Context: an optimization exercise on an open-source flow, tuned for small area, a short achievable clock period and few clock cycles. The choices shown serve that exercise and are no tape-out recipe.
Only simulation tests tie the RTL to the original design; equivalence was not proved.
Power is estimated from default activity; no workload was simulated.

File: design.v
module move_unmaker #(
  parameter int DEPTH = 64,
  parameter int PW    = $clog2(DEPTH) + 1
) (
  input  logic          clk_in,
  input  logic          rst_in,
  input  logic          push_valid_in,
  input  logic [14:0]   push_move_in,
  input  logic [430:0]  push_board_in,
  output logic          push_ready_out,
  input  logic          undo_valid_in,
  input  logic [430:0]  board_in,
  output logic          undo_ready_out,
  output logic [430:0]  board_out,
  output logic          valid_out,
  output logic [PW-1:0] depth_out,
  output logic          error_out
);
  localparam int AW = $clog2(DEPTH);
  localparam int NUM_BB = 5;
  localparam int RW = 44;
  localparam logic [2:0] SPECIAL_UNKNOWN        = 3'd0;
  localparam logic [2:0] SPECIAL_CASTLE         = 3'd2;
  localparam logic [2:0] SPECIAL_EN_PASSANT     = 3'd3;
  localparam logic [2:0] SPECIAL_PROMOTE_KNIGHT = 3'd4;
  localparam logic [2:0] CAP_K    = 3'd5;
  localparam logic [2:0] CAP_NONE = 3'd7;
  localparam logic [1:0] IDLE = 2'd0, READ = 2'd1, BUILD = 2'd2;
  logic [1:0]    r_state, w_state_next;
  logic [PW-1:0] r_depth;
  logic [RW-1:0] r_mem [0:DEPTH-1];
  logic [RW-1:0] r_rec;
  logic [430:0]  r_board, r_board_out;
  logic          r_valid, r_error;
  logic [AW-1:0] w_wr_ptr, w_rd_ptr;
  logic          w_full, w_empty, w_push_ready, w_undo_ready, w_push_acc, w_undo_acc, w_reject;
  assign w_full       = (r_depth == PW'(DEPTH));
  assign w_empty      = (r_depth == '0);
  assign w_push_ready = !rst_in && (r_state == IDLE) && !w_full;
  assign w_undo_ready = !rst_in && (r_state == IDLE) && !w_empty && !push_valid_in;
  assign w_push_acc   = push_valid_in && w_push_ready;
  assign w_undo_acc   = undo_valid_in && w_undo_ready;
  assign w_reject     = (r_state == IDLE) && ((push_valid_in && w_full) ||
                        (undo_valid_in && w_empty && !push_valid_in));
  assign w_wr_ptr     = r_depth[AW-1:0];
  assign w_rd_ptr     = w_wr_ptr - AW'(1);
  logic [63:0]   p_bb [0:NUM_BB-1];
  logic [5:0]    p_k0, p_k1, p_src, p_dst;
  logic [2:0]    p_special;
  logic [63:0]   p_occ;
  logic [2:0]    p_dx, p_cap_kind;
  logic [5:0]    p_cap_sq;
  logic          p_src_pawn, p_src_king, p_ep, p_castle_mv;
  logic [RW-1:0] w_new_rec;
  always_comb begin
    for (int i = 0; i < NUM_BB; i++) p_bb[i] = push_board_in[111 + 64*i +: 64];
    p_k0      = push_board_in[104:99];
    p_k1      = push_board_in[110:105];
    p_src     = push_move_in[14:9];
    p_dst     = push_move_in[8:3];
    p_special = push_move_in[2:0];
    p_occ = 64'd0;
    for (int i = 0; i < NUM_BB; i++) p_occ = p_occ | p_bb[i];
    p_occ = p_occ | (64'd1 << p_k0) | (64'd1 << p_k1);
    p_dx = (p_src[2:0] > p_dst[2:0]) ? (p_src[2:0] - p_dst[2:0]) : (p_dst[2:0] - p_src[2:0]);
    p_src_pawn = p_bb[0][p_src];
    p_src_king = (p_k0 == p_src) || (p_k1 == p_src);
    p_ep = (p_special == SPECIAL_EN_PASSANT) ||
           ((p_special == SPECIAL_UNKNOWN) && p_src_pawn &&
            (p_dst[2:0] != p_src[2:0]) && !p_occ[p_dst]);
    p_cap_sq   = p_dst;
    p_cap_kind = CAP_NONE;
    if (p_ep) begin
      p_cap_kind = 3'd0;
      p_cap_sq   = push_board_in[1] ? (p_dst + 6'd8) : (p_dst - 6'd8);
    end else if ((p_k0 == p_dst) || (p_k1 == p_dst)) begin
      p_cap_kind = CAP_K;
    end else begin
      for (int i = NUM_BB - 1; i >= 0; i--)
        if (p_bb[i][p_dst]) p_cap_kind = 3'(i);
    end
    p_castle_mv = p_src_king && ((p_special == SPECIAL_CASTLE) ||
                  ((p_special == SPECIAL_UNKNOWN) && (p_dx > 3'd1)));
    w_new_rec = {p_src, p_dst, p_special, p_cap_kind, p_cap_sq, p_castle_mv,
                 push_board_in[34:31], push_board_in[30:24], push_board_in[23:17],
                 push_board_in[0]};
  end
  logic [5:0]   u_src, u_dst, u_cap_sq, u_rook_from, u_rook_to, u_kb;
  logic [2:0]   u_special, u_cap_kind;
  logic         u_castle_mv, u_b;
  logic [63:0]  u_bb [0:NUM_BB-1];
  logic [63:0]  u_pw, m_src, m_dst, m_cap, m_rf, m_rt;
  logic [5:0]   u_k0, u_k1;
  logic [430:0] w_rebuilt;
  always_comb begin
    u_src       = r_rec[43:38];
    u_dst       = r_rec[37:32];
    u_special   = r_rec[31:29];
    u_cap_kind  = r_rec[28:26];
    u_cap_sq    = r_rec[25:20];
    u_castle_mv = r_rec[19];
    u_b         = ~r_board[1];
    u_rook_from = {u_src[5:3], (u_dst < u_src) ? 3'd3 : 3'd5};
    u_rook_to   = {u_src[5:3], (u_dst < u_src) ? 3'd0 : 3'd7};
    m_src = 64'd1 << u_src;
    m_dst = 64'd1 << u_dst;
    m_cap = 64'd1 << u_cap_sq;
    m_rf  = 64'd1 << u_rook_from;
    m_rt  = 64'd1 << u_rook_to;
    for (int i = 0; i < NUM_BB; i++) u_bb[i] = r_board[111 + 64*i +: 64];
    u_k0 = r_board[104:99];
    u_k1 = r_board[110:105];
    u_pw = r_board[98:35];
    u_kb = u_b ? u_k1 : u_k0;
    if (u_kb == u_dst) begin
      if (u_b) u_k1 = u_src; else u_k0 = u_src;
    end else if (u_special >= SPECIAL_PROMOTE_KNIGHT) begin
      for (int i = 0; i < NUM_BB; i++) u_bb[i] = u_bb[i] & ~m_dst;
      u_bb[0] = u_bb[0] | m_src;
    end else begin
      for (int i = 0; i < NUM_BB; i++)
        if (|(u_bb[i] & m_dst)) u_bb[i] = (u_bb[i] & ~m_dst) | m_src;
    end
    u_pw = u_pw & ~m_dst;
    u_pw = u_b ? (u_pw & ~m_src) : (u_pw | m_src);
    for (int i = 0; i < NUM_BB; i++)
      if (u_cap_kind == 3'(i)) u_bb[i] = u_bb[i] | m_cap;
    if (u_cap_kind == CAP_K) begin
      if (u_b) u_k0 = u_cap_sq; else u_k1 = u_cap_sq;
    end
    if (u_cap_kind != CAP_NONE) u_pw = u_b ? (u_pw | m_cap) : (u_pw & ~m_cap);
    if (u_castle_mv) begin
      u_bb[3] = (u_bb[3] & ~m_rf) | m_rt;
      u_pw    = u_pw & ~m_rf;
      u_pw    = u_b ? (u_pw & ~m_rt) : (u_pw | m_rt);
    end
    w_rebuilt = {u_bb[4], u_bb[3], u_bb[2], u_bb[1], u_bb[0], u_k1, u_k0, u_pw,
                 r_rec[18:15], r_rec[14:8], r_rec[7:1], r_board[16:1] - 16'd1, r_rec[0]};
  end
  always_comb begin
    w_state_next = r_state;
    case (r_state)
      IDLE:    if (w_undo_acc) w_state_next = READ;
      READ:    w_state_next = BUILD;
      BUILD:   w_state_next = IDLE;
      default: w_state_next = IDLE;
    endcase
  end
  always_ff @(posedge clk_in) begin
    if (rst_in) begin
      r_state     <= IDLE;
      r_depth     <= '0;
      r_valid     <= 1'b0;
      r_error     <= 1'b0;
      r_board_out <= '0;
    end else begin
      r_state <= w_state_next;
      r_valid <= 1'b0;
      r_error <= w_reject;
      if (w_push_acc)             r_depth <= r_depth + PW'(1);
      else if (r_state == READ)   r_depth <= r_depth - PW'(1);
      if (r_state == BUILD) begin
        r_valid     <= 1'b1;
        r_board_out <= w_rebuilt;
      end
    end
  end
  always_ff @(posedge clk_in) begin
    if (w_push_acc)        r_mem[w_wr_ptr] <= w_new_rec;
    if (r_state == READ)   r_rec <= r_mem[w_rd_ptr];
    if (w_undo_acc)        r_board <= board_in;
  end
  assign push_ready_out = w_push_ready;
  assign undo_ready_out = w_undo_ready;
  assign board_out      = r_board_out;
  assign valid_out      = r_valid;
  assign depth_out      = r_depth;
  assign error_out      = r_error;
endmodule
File: run.sh
#!/bin/bash
# synth_recipe.tcl (not shown) runs the flow's synth.tcl, then flattens the netlist and writes it again
# the make line also repeats each setting of config.mk as NAME=value (left out here)
make -C /OpenROAD-flow-scripts/flow DESIGN_CONFIG=/design/flow/config.mk WORK_HOME=/design/flow/orfs CLKGATE_MAP_FILE= SYNTH_SCRIPT=/design/flow/synth_recipe.tcl finish
File: config.mk
export PLATFORM = sky130hd
export DESIGN_NAME = move_unmaker
export DESIGN_NICKNAME = move_unmaker
export VERILOG_FILES = /design/flow/design.v
export SDC_FILE = /design/flow/constraint.sdc
export NUM_CORES = 4
export LEC_CHECK = 0
export CAP_MARGIN = 20
export CORE_MARGIN = 2
export CORE_UTILIZATION = 40
export SLEW_MARGIN = 20
File: constraint.sdc
create_clock -name core_clock -period 7.0 [get_ports {clk_in}]
set_input_delay 1.4000 -clock core_clock [delete_from_list [all_inputs] [get_ports {clk_in}]]
set_output_delay 1.4000 -clock core_clock [all_outputs]
set_load 0.01 [all_outputs]
==> run notes <==
GRT Util Overall=between 30% and 40%; Yosys warning count=3; crit path launch=r_rec[34]; sw power=just over 20 mW; core area=about 360,000 µm²; Tmin final=approximately 6.1 ns; Slew headroom=between 10% and 20%; WP data arrival=6.84 ns; number of vias per cell=around 6.5; num rows=220; Async SR Flop Fraction=0%; share of cells above drive strength 1=approximately a fifth; Routability Congestion=1.050; CP max stage cell=edfxtp_1; CTS tree=built; Die Span Y=603.9 µm; Slowest Stage Delay on Critical Path=between 0.9 and 1 ns; Hold Crit Start=r_board_out[30]; final hold slack=between 0.4 and 0.5 ns; Hold/Removal Path Class=flip-flop to flip-flop; Root Buffer Master=clkbuf_16; initial DRC count=15,933; RSZ-0062 raised after global routing=false; routed wire length=about 670,000 µm; R2R Setup Slk=between 0.9 and 1 ns; Syn Std Cell Area=143,900 µm²; period utilization=roughly 87%; Syn Inst Count=8,710; Setup violations, final=0; initial antenna violation count=~170; nets@finish=roughly 11,000; synth top area cells=edfxtp_1 61%, mux4_2 15%, dfxtp_1 6.1%, nand3_1 1.8%, nor2_1 1.7%; sw frac=32.69%; post-CTS sizing=0; vias=approximately 100,000; Max FO, Critical Path=36; Worst Skew=a little over 0.1 ns; Cell Count Post-Placement=14,401; # Max-Cap Violations=0; Synth Flop Type=edfxtp_1; CP startpoint kind=flip-flop; DP Wirelength=roughly 480,000 µm; worst vdd ir=roughly 580 µV; status=finished clean; hold_buf cts=0; Design Power=roughly 60 mW; DRC viols=0; htree depth=5; # IOs=between 1,000 and 1,500; Worst Tran Pin Value=1.298 ns; average wire per standard cell=44.38 µm; number of setup buffers added after CTS=0; placed cell area=roughly 160,000 µm²; final core occ=between 40% and 50%; Pleak=54.45 nW; sequential power share=approximately two fifths; clock share of power=31.6%; Critical Path Most Common Cell=buf_4; fin cells=~15,000; Setup CP Type=flip-flop to flip-flop; Max Root-Sink Buffers=4; final slew viol count=0; post-synth top area share=between 60% and 70%; Setup TNS Final=0 ns; cell taking the most area after synthesis=edfxtp_1; Power Density=350.8 nW/µm²; critical-path cell list=buf_4 -> buf_4 -> nor4bb_4 -> buf_4 -> buf_4 -> nand3_1 -> nand4_1 -> nor4_1 -> nand2_1 -> o41ai_4 -> buf_4 -> o21ai_0 -> a311oi_1; Setup WS post-layout=just over 0.9 ns; Commonest cells post-synth=2,947 x edfxtp_1, 939 x mux4_2, 661 x nor2_1, 505 x nand3_1, 460 x clkbuf_1; total CTS buffers=~360; CTS clk-pin slew, worst paths=0.06 ns; Netlist cell types=slightly below 90; most frequent cell after synthesis=edfxtp_1; Seq/Total Area, Yosys=roughly two thirds; Pint=between 40 and 50 mW; post-route cell area=roughly 180,000 µm²; Starting Density=approximately two fifths; Comb power frac=between 30% and 40%; largest net degree at the start of global routing=~160; grt total ovfl=0; pre-CTS setup slack=0.9709 ns; syn avg cell area=between 15 and 20 µm²; number of routed nets with antenna violations=0; # clock sinks=around 3,400; crit end category=flip-flop; post-synth net total=between 9,000 and 10,000; First-pass DRT Iterations=11; number of enable flip-flop cells after synthesis=2,947; first-pass GRT wire length=between 800,000 and 900,000 µm; fmax=~160 MHz; Worst EP required=~8 ns; Final Hold Fails=0; Die X=approximately 600 µm; flops & latches, synth=roughly 3,400; Die ar.=364,700 µm²; count of input and output buffers=around 1,200; RR Startpoint=r_rec[34]; Worst-Skew Late Latency=0.99 ns; area grow syn2layout=22.10%; vias in the first global route=about 90,000
-- power groups by stage --
stage	Combinational, mW	Sequential (mW)	Clock, mW
global placement	18.2	24.0	0
detailed placement	18.3	24.0	0
finish	18.5	23.6	19.5
floorplan	10.8	23.7	0
CTS	18.4	23.6	19.7
global route	19.0	23.6	20.4
-- cells by family (layout without fill, tap and decap cells) --
group	Yosys count	count (layout)	share of synthesized area, %
adders and majority gates	20	20	0.1947
muxes	1167	1167	16.45
other	0	57	0
buffers and inverters	723	2306	2.142
AOI/OAI and AO/OA	1217	1217	6.064
xor gates and xnor gates	52	52	0.3164
and+or+nand+nor	2142	2142	7.213
DFF	3389	3389	67.62
-- final cells by class --
class / count / area (µm²)
multi-input cells: 4598 / 44390
flip-flops and latches: 3389 / 97350
inverters: 40 / 151.4
well taps: 4773 / 5972
clock buffers: 422 / 9309
diodes: 57 / 142.6
repair buffers: 1605 / 15800
clock inverters: 239 / 2645
fillers: 29882 / 182900
-- registers in the layout, indices dropped and copies added, names as in the netlist --
name / count
r_rec: 39
r_valid: 1
r_board: 412
r_board_out: 431
r_mem: 2496
r_depth: 7
r_error: 1
r_state: 2
-- critical path, delay by kind of cell (launching register included) --
kind            cells  cell delay, ns
simple gates        5            2.18
buf+inv             5            1.65
flops               1            0.98
compound gates      3            0.97
-- layout by cell type (no fill, tap or decap), types with 50 or more instances in the layout --
master	n
edfxtp_1	2947
clkdlybuf4s50_1	1191
mux4_2	939
nor2_1	592
nand3_1	504
dfxtp_1	441
o21ai_0	409
clkbuf_16	358
nand2_1	349
buf_4	328
nor3_1	238
a221oi_1	228
mux2_1	165
a21oi_1	127
a211oi_1	118
nand4_1	94
clkinv_1	88
clkinv_2	65
nor2_4	65
a221oi_2	61
buf_12	61
diode_2	57
clkbuf_1	53
nor4_1	50
-- layer usage --
layer / GRT usage, % / part of all wire, %
met4: 22.86 / 7.8
met5: 0 / 0.026
met3: 7.806 / 9.8
met2: 54.48 / 45
met1: 47.08 / 38
-- worst paths after layout --
kind,endpoint,depth (start not counted)
setup reg to reg,r_board_out[174],13
hold / removal,r_board_out[30],2
setup / recovery,r_board_out[174],13
hold reg to reg,r_board_out[30],2
Testbench counts, summed over its fixed seeds: cycles 47,733.

static timing again, ports no longer ideal:
The results above use ideal ports. As a check the final layout listed here was re-extracted and re-timed, cells and wires unchanged.
Step 1 sets driving cells, clkbuf_16 on the clock port and buf_2 on the other inputs (assumed; they add their load-dependent delay and slew).
Step 2 times the ports against the registers' clock, not the clock port: input delays grow and output delays shrink by t, the midpoint of the rising clock arrivals with the driver on.
Three values: no drivers, after step 1, after step 2; two values: the first two.
t (ns): 1.052
setup slack, ns: 0.929 / 0.929 / 0.789
slew at the worst register clock pin (ns): 0.08 / 0.08
pins driven straight from the clock port: 1
After both steps this run still meets setup and hold. The setup slack of this run moves by 0.000 ns with the drivers and by -0.140 ns with both steps.
